This design comes from an exercise in tuning for small area, a short achievable clock period and few clock cycles on the open sky130 flow, not from production work.
For this run, only the layout was checked, not whether the RTL still works.
Power is estimated from default activity; no workload was simulated.

$ cat flow/config.mk
export PLATFORM = sky130hd
export DESIGN_NAME = bmp_row_to_rgb565_blend_top
export DESIGN_NICKNAME = bmp_row_to_rgb565_blend_top
export VERILOG_FILES = /design/flow/design.v
export SDC_FILE = /design/flow/constraint.sdc
export NUM_CORES = 4
export LEC_CHECK = 0
export CAP_MARGIN = 20
export CORE_MARGIN = 2
export CORE_UTILIZATION = 40
export SETUP_SLACK_MARGIN = 5
export SLEW_MARGIN = 20
$ cat flow/constraint.sdc
create_clock -name core_clock -period 8.0 [get_ports {aclk}]
set_input_delay 1.6000 -clock core_clock [delete_from_list [all_inputs] [get_ports {aclk}]]
set_output_delay 1.6000 -clock core_clock [all_outputs]
set_load 0.01 [all_outputs]
$ cat flow/design.v
package bmpb_pkg;
    localparam logic [1:0] FMT_RGB565 = 2'd0;
    localparam logic [1:0] FMT_BGR24  = 2'd1;
    localparam logic [1:0] CFG_PIXEL_FORMAT  = 2'd0;
    localparam logic [1:0] CFG_IMAGE_WIDTH   = 2'd1;
    localparam logic [1:0] CFG_DISPLAY_WIDTH = 2'd2;
    localparam logic [1:0] CFG_BACKGROUND    = 2'd3;
    localparam logic [1:0]  RESET_FORMAT        = FMT_BGR24;
    localparam logic [11:0] RESET_IMAGE_WIDTH   = 12'd320;
    localparam logic [11:0] RESET_DISPLAY_WIDTH = 12'd320;
    localparam logic [15:0] RESET_BACKGROUND    = 16'h0000;
    localparam logic [1:0] PH_SKIP = 2'd0;
    localparam logic [1:0] PH_KEEP = 2'd1;
    localparam logic [1:0] PH_REST = 2'd2;
    localparam logic [1:0] PH_PAD  = 2'd3;
    localparam int unsigned QUEUE_DEPTH = 2;
    localparam int unsigned QUEUE_PTR_W = 2;
endpackage
module bmp_row_to_rgb565_blend_top (
    input  logic         aclk,
    input  logic         aresetn,
    input  logic         cfg_valid,
    output logic         cfg_ready,
    input  logic [1:0]   cfg_index,
    input  logic [15:0]  cfg_data,
    input  logic         s_valid,
    output logic         s_ready,
    input  logic [7:0]   s_data_byte,
    output logic         m_valid,
    input  logic         m_ready,
    output logic [15:0]  m_pixel_rgb565,
    output logic         m_row_last
);
    localparam int unsigned D = bmpb_pkg::QUEUE_DEPTH;
    logic [1:0]  fmt;
    logic [11:0] iw, dw;
    logic [15:0] bg;
    assign cfg_ready = 1'b1;
    always_ff @(posedge aclk) begin
        if (!aresetn) begin
            fmt <= bmpb_pkg::RESET_FORMAT;
            iw  <= bmpb_pkg::RESET_IMAGE_WIDTH;
            dw  <= bmpb_pkg::RESET_DISPLAY_WIDTH;
            bg  <= bmpb_pkg::RESET_BACKGROUND;
        end else if (cfg_valid) begin
            case (cfg_index)
                bmpb_pkg::CFG_PIXEL_FORMAT:  fmt <= cfg_data[1:0];
                bmpb_pkg::CFG_IMAGE_WIDTH:   iw  <= cfg_data[11:0];
                bmpb_pkg::CFG_DISPLAY_WIDTH: dw  <= cfg_data[11:0];
                default:                     bg  <= cfg_data;
            endcase
        end
    end
    logic f565, f24;
    logic [1:0] lastb;               
    assign f565  = (fmt == bmpb_pkg::FMT_RGB565);
    assign f24   = (fmt == bmpb_pkg::FMT_BGR24);
    assign lastb = f565 ? 2'd1 : (f24 ? 2'd2 : 2'd3);
    logic [11:0] ediff, st, kp;
    logic [1:0]  pd;
    logic        pd_nz;
    logic        gt_r, st_nz_r, kp_nz_r, odd_r, iw_nz_r;
    assign ediff = iw - dw;
    assign st    = {1'b0, ediff[11:1]};
    assign kp    = gt_r ? dw : iw;
    assign pd    = f565 ? {iw[0], 1'b0} : (f24 ? iw[1:0] : 2'd0);
    assign pd_nz = (pd != 2'd0);
    always_ff @(posedge aclk) begin
        gt_r    <= (iw > dw);
        st_nz_r <= (iw > dw) && (ediff[11:1] != 11'd0);
        kp_nz_r <= (iw > dw) ? (dw != 12'd0) : (iw != 12'd0);
        odd_r   <= (iw > dw) && ediff[0];
        iw_nz_r <= (iw != 12'd0);
    end
    logic        fresh;              
    logic [1:0]  ph;
    logic [11:0] cnt, cnt_dec;
    logic [1:0]  bip;                
    logic        cnt_end, at_last, pad_end, cvis, accept, emit, emitdir, emitbl;
    logic        s_ready_r;
    assign cnt_dec[0] = !cnt[0];
    for (genvar i = 1; i < 12; i++) begin : g_dec
        assign cnt_dec[i] = cnt[i] ^ !(|cnt[i-1:0]);
    end
    assign cnt_end = (cnt[11:1] == 11'd0)
                   && (cnt[0] ^ (ph == bmpb_pkg::PH_REST && odd_r));
    assign at_last = (bip == lastb);
    assign pad_end = (bip == pd - 2'd1);
    assign cvis    = !fresh && (ph == bmpb_pkg::PH_KEEP) && at_last;
    assign s_ready = s_ready_r;
    assign accept  = s_valid && s_ready_r;
    assign emit    = accept && cvis;
    assign emitdir = emit && !fmt[1];
    assign emitbl  = emit && fmt[1];
    logic        fresh_n;
    logic [1:0]  ph_n;
    logic [11:0] cnt_n;
    logic [1:0]  bip_n;
    always_comb begin
        fresh_n = fresh;
        ph_n    = ph;
        cnt_n   = cnt;
        bip_n   = bip;
        if (accept) begin
            if (fresh) begin
                if (iw_nz_r) begin
                    fresh_n = 1'b0;
                    bip_n   = 2'd1;
                    if (st_nz_r) begin
                        ph_n  = bmpb_pkg::PH_SKIP;
                        cnt_n = st;
                    end else if (kp_nz_r) begin
                        ph_n  = bmpb_pkg::PH_KEEP;
                        cnt_n = kp;
                    end else begin
                        ph_n  = bmpb_pkg::PH_REST;
                        cnt_n = st;
                    end
                end
            end else if (ph == bmpb_pkg::PH_PAD) begin
                if (pad_end) begin
                    fresh_n = 1'b1;
                    bip_n   = 2'd0;
                end else begin
                    bip_n   = bip + 2'd1;
                end
            end else if (!at_last) begin
                bip_n = bip + 2'd1;
            end else begin
                bip_n = 2'd0;
                cnt_n = cnt_dec;
                if (cnt_end) begin
                    case (ph)
                        bmpb_pkg::PH_SKIP: begin
                            if (kp_nz_r) begin
                                ph_n  = bmpb_pkg::PH_KEEP;
                                cnt_n = kp;
                            end else begin
                                ph_n  = bmpb_pkg::PH_REST;
                                cnt_n = st;
                            end
                        end
                        bmpb_pkg::PH_KEEP: begin
                            if (gt_r) begin
                                ph_n  = bmpb_pkg::PH_REST;
                                cnt_n = st;
                            end else if (pd_nz) begin
                                ph_n  = bmpb_pkg::PH_PAD;
                            end else begin
                                fresh_n = 1'b1;
                            end
                        end
                        default: begin
                            if (pd_nz) ph_n    = bmpb_pkg::PH_PAD;
                            else       fresh_n = 1'b1;
                        end
                    endcase
                end
            end
        end
    end
    always_ff @(posedge aclk) begin
        if (!aresetn) begin
            fresh <= 1'b1;
            bip   <= 2'd0;
        end else begin
            fresh <= fresh_n;
            bip   <= bip_n;
        end
        ph  <= ph_n;
        cnt <= cnt_n;
    end
    logic [7:0] hb, hg, hr, ha;
    logic [9:0] ha3;
    logic       hl;
    always_ff @(posedge aclk) begin
        if (accept && bip == 2'd0) hb <= s_data_byte;
        if (accept && bip == 2'd1) hg <= s_data_byte;
        if (accept && bip == 2'd2) hr <= s_data_byte;
        if (emit) begin
            ha  <= s_data_byte;
            ha3 <= {2'b00, s_data_byte} + {1'b0, s_data_byte, 1'b0};
            hl  <= cnt_end;
        end
    end
    logic [1:0] seq;                 
    logic       v0b, v0g, v0r;
    logic [7:0] c0, k0, d0;
    logic [8:0] df0;
    logic       s0;
    assign v0b = emitbl;
    assign v0g = (seq == 2'd1);
    assign v0r = (seq == 2'd2);
    always_ff @(posedge aclk) begin
        if (!aresetn) seq <= 2'd0;
        else          seq <= v0b ? 2'd1 : (v0g ? 2'd2 : 2'd0);
    end
    always_comb begin
        if (v0g) begin
            c0 = hg;
            k0 = {bg[10:5], 2'b00};
        end else if (v0r) begin
            c0 = hr;
            k0 = {bg[15:11], 3'b000};
        end else begin
            c0 = hb;
            k0 = {bg[4:0], 3'b000};
        end
        df0 = {1'b0, c0} - {1'b0, k0};
        s0  = df0[8];
        d0  = s0 ? (8'd0 - df0[7:0]) : df0[7:0];
    end
    logic       t1b, t1g, t1r, s1;
    logic [7:0] d1;
    logic       t2b, t2g, t2r, s2;
    logic [11:0] x2, y2;
    logic       t3b, t3g, t3r, s3;
    always_ff @(posedge aclk) begin
        if (!aresetn) begin
            {t1b, t1g, t1r} <= 3'b000;
            {t2b, t2g, t2r} <= 3'b000;
            {t3b, t3g, t3r} <= 3'b000;
        end else begin
            {t1b, t1g, t1r} <= {v0b, v0g, v0r};
            {t2b, t2g, t2r} <= {t1b, t1g, t1r};
            {t3b, t3g, t3r} <= {t2b, t2g, t2r};
        end
    end
    logic [9:0]  pp [4];
    logic [11:0] x1, y1;
    always_comb begin
        for (int j = 0; j < 4; j++) begin
            case (d1[2*j +: 2])
                2'd0:    pp[j] = 10'd0;
                2'd1:    pp[j] = {2'b00, ha};
                2'd2:    pp[j] = {1'b0, ha, 1'b0};
                default: pp[j] = ha3;
            endcase
        end
        x1 = {2'd0, pp[0]} + {pp[1], 2'd0};
        y1 = {2'd0, pp[2]} + {pp[3], 2'd0};
    end
    logic [15:0] p2, p3;
    assign p2 = {4'd0, x2} + {y2, 4'd0};
    always_ff @(posedge aclk) begin
        s1 <= s0;
        d1 <= d0;
        s2 <= s1;
        x2 <= x1;
        y2 <= y1;
        s3 <= s2;
        p3 <= p2;
    end
    logic [8:0] lowsum;
    logic       c3;
    logic [7:0] xr;
    logic       cin;
    logic [4:0] k5, sum5;
    logic [5:0] sum6;
    assign lowsum = {1'b0, p3[7:0]} + {1'b0, p3[15:8]} + 9'd1;
    assign c3     = lowsum[8];
    assign xr   = p3[15:8] ^ {8{s3}};
    assign cin  = c3 ^ s3;
    assign k5   = t3r ? bg[15:11] : bg[4:0];
    logic [4:0] sum5_0, sum5_1;
    logic [5:0] sum6_0, sum6_1;
    assign sum5_0 = k5 + xr[7:3];
    assign sum5_1 = k5 + xr[7:3] + 5'd1;
    assign sum6_0 = bg[10:5] + xr[7:2];
    assign sum6_1 = bg[10:5] + xr[7:2] + 6'd1;
    assign sum5   = (cin && (&xr[2:0])) ? sum5_1 : sum5_0;
    assign sum6   = (cin && (&xr[1:0])) ? sum6_1 : sum6_0;
    logic [15:0] qpix [D];
    logic        qlst [D];
    logic [D-1:0] vld, used;
    logic        commit, pop;
    logic [15:0] wd;
    logic        wl;
    logic cdir, wr_b, wr_g, wr_r;
    always_ff @(posedge aclk) begin
        if (!aresetn) cdir <= 1'b0;
        else          cdir <= emitdir;
    end
    assign wr_b   = cdir || t3b;
    assign wr_g   = cdir || t3g;
    assign wr_r   = cdir || t3r;
    assign commit = cdir || t3r;
    assign wd[4:0]   = fmt[1] ? sum5 : (f565 ? hb[4:0] : hb[7:3]);
    assign wd[10:5]  = fmt[1] ? sum6 : (f565 ? {hg[2:0], hb[7:5]} : hg[7:2]);
    assign wd[15:11] = fmt[1] ? sum5 : (f565 ? hg[7:3] : hr[7:3]);
    assign wl     = hl;
    assign pop    = vld[0] && m_ready;
    always_ff @(posedge aclk) begin
        for (int i = 0; i < D; i++) begin
            logic wsel;
            if (pop) wsel = vld[i] && (i == D-1 || !vld[(i+1) % D]);
            else     wsel = (i == 0 || vld[(i+D-1) % D]) && !vld[i];
            if (pop && i < D-1) begin
                qpix[i] <= qpix[(i+1) % D];
                qlst[i] <= qlst[(i+1) % D];
            end
            if (wr_b && wsel) begin
                qpix[i][4:0] <= wd[4:0];
                qlst[i]      <= wl;
            end
            if (wr_g && wsel) qpix[i][10:5]  <= wd[10:5];
            if (wr_r && wsel) qpix[i][15:11] <= wd[15:11];
        end
    end
    logic [D-1:0] vld_n, used_n;
    always_comb begin
        vld_n = vld;
        if (commit && !pop)      vld_n = {vld[D-2:0], 1'b1};
        else if (!commit && pop) vld_n = {1'b0, vld[D-1:1]};
        used_n = used;
        if (emit && !pop)        used_n = {used[D-2:0], 1'b1};
        else if (!emit && pop)   used_n = {1'b0, used[D-1:1]};
    end
    logic cvis_acc, cvis_n, full_n;
    always_comb begin
        if (fresh) cvis_acc = iw_nz_r && !st_nz_r && kp_nz_r && f565;
        else       cvis_acc = (ph == bmpb_pkg::PH_KEEP) && !at_last
                           && (bip + 2'd1 == lastb);
        cvis_n = accept ? cvis_acc : cvis;
        case ({emit, pop})
            2'b10:   full_n = used[D-2];
            2'b01:   full_n = 1'b0;
            default: full_n = used[D-1];
        endcase
    end
    always_ff @(posedge aclk) begin
        if (!aresetn) begin
            vld       <= '0;
            used      <= '0;
            s_ready_r <= 1'b0;
        end else begin
            vld       <= vld_n;
            used      <= used_n;
            s_ready_r <= !cfg_valid && !(cvis_n && full_n);
        end
    end
    assign m_valid        = vld[0];
    assign m_pixel_rgb565 = qpix[0];
    assign m_row_last     = qlst[0];
endmodule
$ cat flow/flow/run.sh
#!/bin/bash
set -euo pipefail
MARGIN=5.3
sed -e "s/SETUP_SLACK_MARGIN=[0-9.]*/SETUP_SLACK_MARGIN=${MARGIN}/" standard.sh > standard_tight.sh
grep -q "SETUP_SLACK_MARGIN=${MARGIN}" standard_tight.sh
export BUFFER_PORTS_ARGS="-buffer_cell sky130_fd_sc_hd__buf_2"
bash standard_tight.sh > flow_make.log 2>&1
test -s out/final.def
$ cat flow/standard.sh
#!/bin/bash
# synth_recipe.tcl (not shown) runs the flow's synth.tcl, then flattens the netlist and writes it again
# the make line also repeats each setting of config.mk as NAME=value (left out here)
make -C /OpenROAD-flow-scripts/flow DESIGN_CONFIG=/design/flow/config.mk WORK_HOME=/design/flow/orfs CLKGATE_MAP_FILE= SYNTH_SCRIPT=/design/flow/synth_recipe.tcl "${@:-finish}"
==> results.toml <==
[floorplanning]
die-area_um2 = 31700
core-area_um2 = 29700
ios = 51
fp.dieW_um = 178
num_rows = 63
start_util = 0.408
die_y_um = 178

[critical_path]
max_stage_delay_ns = 0.21
crit_arrival_ns = 2.93
crit_fanout = 4
startpoint_type = "primary input"
crit_type = "in -> reg"
rr_worst_depth = 10
slowest_stage = "fa_2"
regToRegEndpoint = "x2[10]$_DFF_P_"
r2r-start = "d1[1]$_DFF_P_"
crit_chain = "buf_12 -> ha_4 -> inv_2 -> fa_2 -> inv_2 -> a21oi_2 -> o21bai_1 -> a21o_1 -> a21o_1 -> a21o_1"
path_common_cell = "a21o_1"
worst_setup_path_end_kind = "register"
worstPathRequired_ns = 8.26
reg2reg_slack_ns = 5.37

[clock_tree]
cts-root-buf = "clkbuf_16"
insertion_delay_ns = 0.51
clkTransAtPathRegs_ns = 0.06
tritoncts = "built"
numCtsBuffers = 23
clock-sinks = 207
clockBufferDepth = 3
hold_buffers = 0
htreeDepth = 1

[timing]
tightest_slew_ns = 0.951
fin_crit_ns = 2.66
clock.fmax_ghz = 0.376
period_share = 0.333
rsz0062_at_grt = "true"
timing.final.hold_violations = 0
final_max_slew_viol_count = 0
max-slew-margin-rel = 0.365
setup_viol = 0
setup_tns_ns = 0
fin_skew_ns = 0.00952

[logic_synthesis]
syn_inst = 1263
synthAdderAreaFrac = 0.0957
synth_top_family_by_area = "compound AO/OA/AOI/OAI gates"
synth.area.mux_share = 0.0753
avgSynthCellArea_um2 = 9.60
syn-num-nets = 1382
dominantRegCellSynth = "dfxtp_1"
synthXorXnorAreaFrac = 0.0570
synth_compound_area_frac = 0.171
async_flop_share = 0
ys_ff_latch = 207
synth_edf_count = 90
synth.distinct_cells = 79
yosysSeqAreaShare = 0.416
synth_area_um2 = 12100
yosys.area_share.simple = 0.145
yosys_warnings = 4

[drt]
routed-via-count = 9174
drtIter0Drc = 638
wl_per_cell_um = 17.0
drc_errors = 0
drt_pass1_iterations = 5
routed_wl_um = 29200
ant_nets = 0
viasPerCell = 5.36

[placed_design]
place_congestion = 0.886
port-buffer-count = 49
place_hpwl_um = 22100
dp.cells = 1653

[run]
cap_violations = 0

[layout]
fill_cells = 2808
layout_commonest_cell = "nand2_1"
syn_to_final_growth_pct = 15.2
nets = 1425
drive_above_1_share = 0.183
diodes = 0
stdcell_count = 1712
final_cell_mix = "129 x nand2_1, 107 x a21oi_1, 102 x dfxtp_1"

[pwr]
peakVddDrop_mv = 0.161
leakagePower_nw = 5.51
p_per_area_nw_per_um2 = 228

[grt]
grt_pass1_wl_um = 47000
grt_max_degree = 44
grt_util_all_layers = 0.186
overflow = 0
antenna_found_initial = 0
first_global_vias = 8960

[min_path]
worst_hold_path.num_cells = 0
min_from = "s2$_DFF_P_"
holdCritPathClass = "reg -> reg"
holdPathEnd = "s3$_DFF_P_"

[status]
status = "no timing/DRC/antenna violations"
stage by stage:
step	setup slack (ns)	area, µm²	utilization	hold slack [ns]	total power, mW
6_report	5.34	14000	0.470	0.326	3.19
5_1_grt	5.27	14000	0.470	0.334	3.37
4_1_cts	5.30	13600	0.459	0.329	3.15
2_1_floorplan	5.04	12200	-	0.310	1.93
3_3_place_gp	4.75	12700	0.429	0.314	2.12
3_5_place_dp	4.72	12700	0.429	0.319	2.13
timing repair:
item / CTS / global route
cloned: 0 / 1
setup buffers: 5 / 12
pin swaps: 3 / 20
resized for setup: 46 / 54
setup endpoints to repair: 57 / 60
Yosys cell counts (9+ instances only):
| library cell | count | area [µm²] |
|---|---|---|
| and3_1 | 11 | 68.8 |
| and2_1 | 15 | 93.8 |
| nand3_1 | 21 | 105 |
| xor2_1 | 33 | 289 |
| nand2_1 | 131 | 492 |
| a211oi_1 | 18 | 135 |
| a21oi_1 | 119 | 596 |
| xnor2_1 | 46 | 403 |
| o21ai_0 | 45 | 225 |
| ha_1 | 80 | 1000 |
| o31ai_1 | 9 | 67.6 |
| nor2_1 | 83 | 312 |
| a21o_1 | 18 | 135 |
| edfxtp_1 | 90 | 2700 |
| inv_1 | 66 | 248 |
| mux2_2 | 48 | 541 |
| nor2b_1 | 32 | 200 |
| clkbuf_1 | 40 | 150 |
| mux2i_1 | 35 | 350 |
| nand2b_1 | 9 | 56.3 |
| nor3_1 | 18 | 90.1 |
| dfxtp_1 | 117 | 2340 |
| a22o_1 | 28 | 245 |
layout make-up:
class	count	area, µm²	area share
multi-input combinational	934	6940	0.497
clock inverter	10	78.8	0.00564
sequential	207	5090	0.365
timing repair buffer	72	482	0.0345
inverter	68	256	0.0184
tap	390	488	0.0349
clock buffer	31	627	0.0449
flip-flops by register name, indices dropped and copies added, names as in the netlist, 7 cells and up:
| register | count |
|---|---|
| bg | 16 |
| cnt | 12 |
| d1 | 8 |
| dw | 12 |
| ha | 7 |
| ha3 | 10 |
| hb | 8 |
| hg | 8 |
| hr | 8 |
| iw | 12 |
| p3 | 16 |
| qpix | 32 |
| x2 | 12 |
| y2 | 12 |
logic make-up (layout without fill, tap and decap cells):
group | after synthesis | after routing
AND/OR/NAND/NOR | 364 | 364
AO/OA/AOI/OAI | 317 | 317
flip-flops | 207 | 207
buffers and inverters | 122 | 181
adder cells (fa/ha/maj) | 88 | 88
multiplexers | 85 | 85
XOR/XNOR | 79 | 79
other | 1 | 1
critical path, delay by kind of cell:
kind,cells,cell delay [ns]
AO/OA/AOI/OAI,5,0.77
buffers and inverters,3,0.20
adder cells (fa/ha/maj),2,0.36
report_power, final:
| group | internal [mW] | switching [mW] |
|---|---|---|
| logic | 0.404 | 0.489 |
| registers | 1.20 | 0.100 |
| clock network | 0.580 | 0.411 |
worst max path at each step:
| stage | slack (ns) | from | end | depth (start not counted) |
|---|---|---|---|---|
| after floorplan | 5.04 | s_data_byte[0] | ha3[7]$_DFFE_PP_ | 9 |
| after global placement | 4.75 | s_data_byte[1] | ha3[7]$_DFFE_PP_ | 10 |
| after detailed placement | 4.72 | s_data_byte[1] | ha3[7]$_DFFE_PP_ | 10 |
| after CTS | 5.30 | seq[0]$_SDFF_PN0_ | d1[4]$_DFF_P_ | 12 |
| after global routing | 5.27 | fmt[1]$_SDFFE_PN0P_ | bip[0]$_SDFFE_PN0P_ | 9 |
| final | 5.34 | s_data_byte[1] | ha3[9]$_DFFE_PP_ | 10 |
layer usage:
layer | global-route usage | part of all wire | vias to the layer above
met5 | 0 | 0 | -
met4 | 0.0447 | 0.022 | 0
met3 | 0.0230 | 0.035 | 43
met2 | 0.320 | 0.48 | 179
met1 | 0.248 | 0.46 | 4342
li1 | - | - | 4610

-- port drivers added, routing unchanged --
How much do the figures lean on ideal ports? The routed layout below was timed once more, with nothing changed but the port constraints. Step 1 assumes that a clkbuf_16 drives the clock port and a buf_2 every other input. Step 2 moves the port delays by t, midway between the first and last clock arrival at a register: inputs arrive t later, outputs are due t later. That takes back most of the time a late clock gives input paths. Slacks: no drivers / after step 1 / after step 2; pairs: no drivers / after step 1.
t, ns: 0.550
setup WS [ns]: 5.338 / 5.321 / 4.786
worst register clock-pin slew, ns: 0.06 / 0.06
After both steps this run still meets setup and hold. For this run, drivers alone change the setup slack by -0.017 ns; drivers and shift together by -0.552 ns.
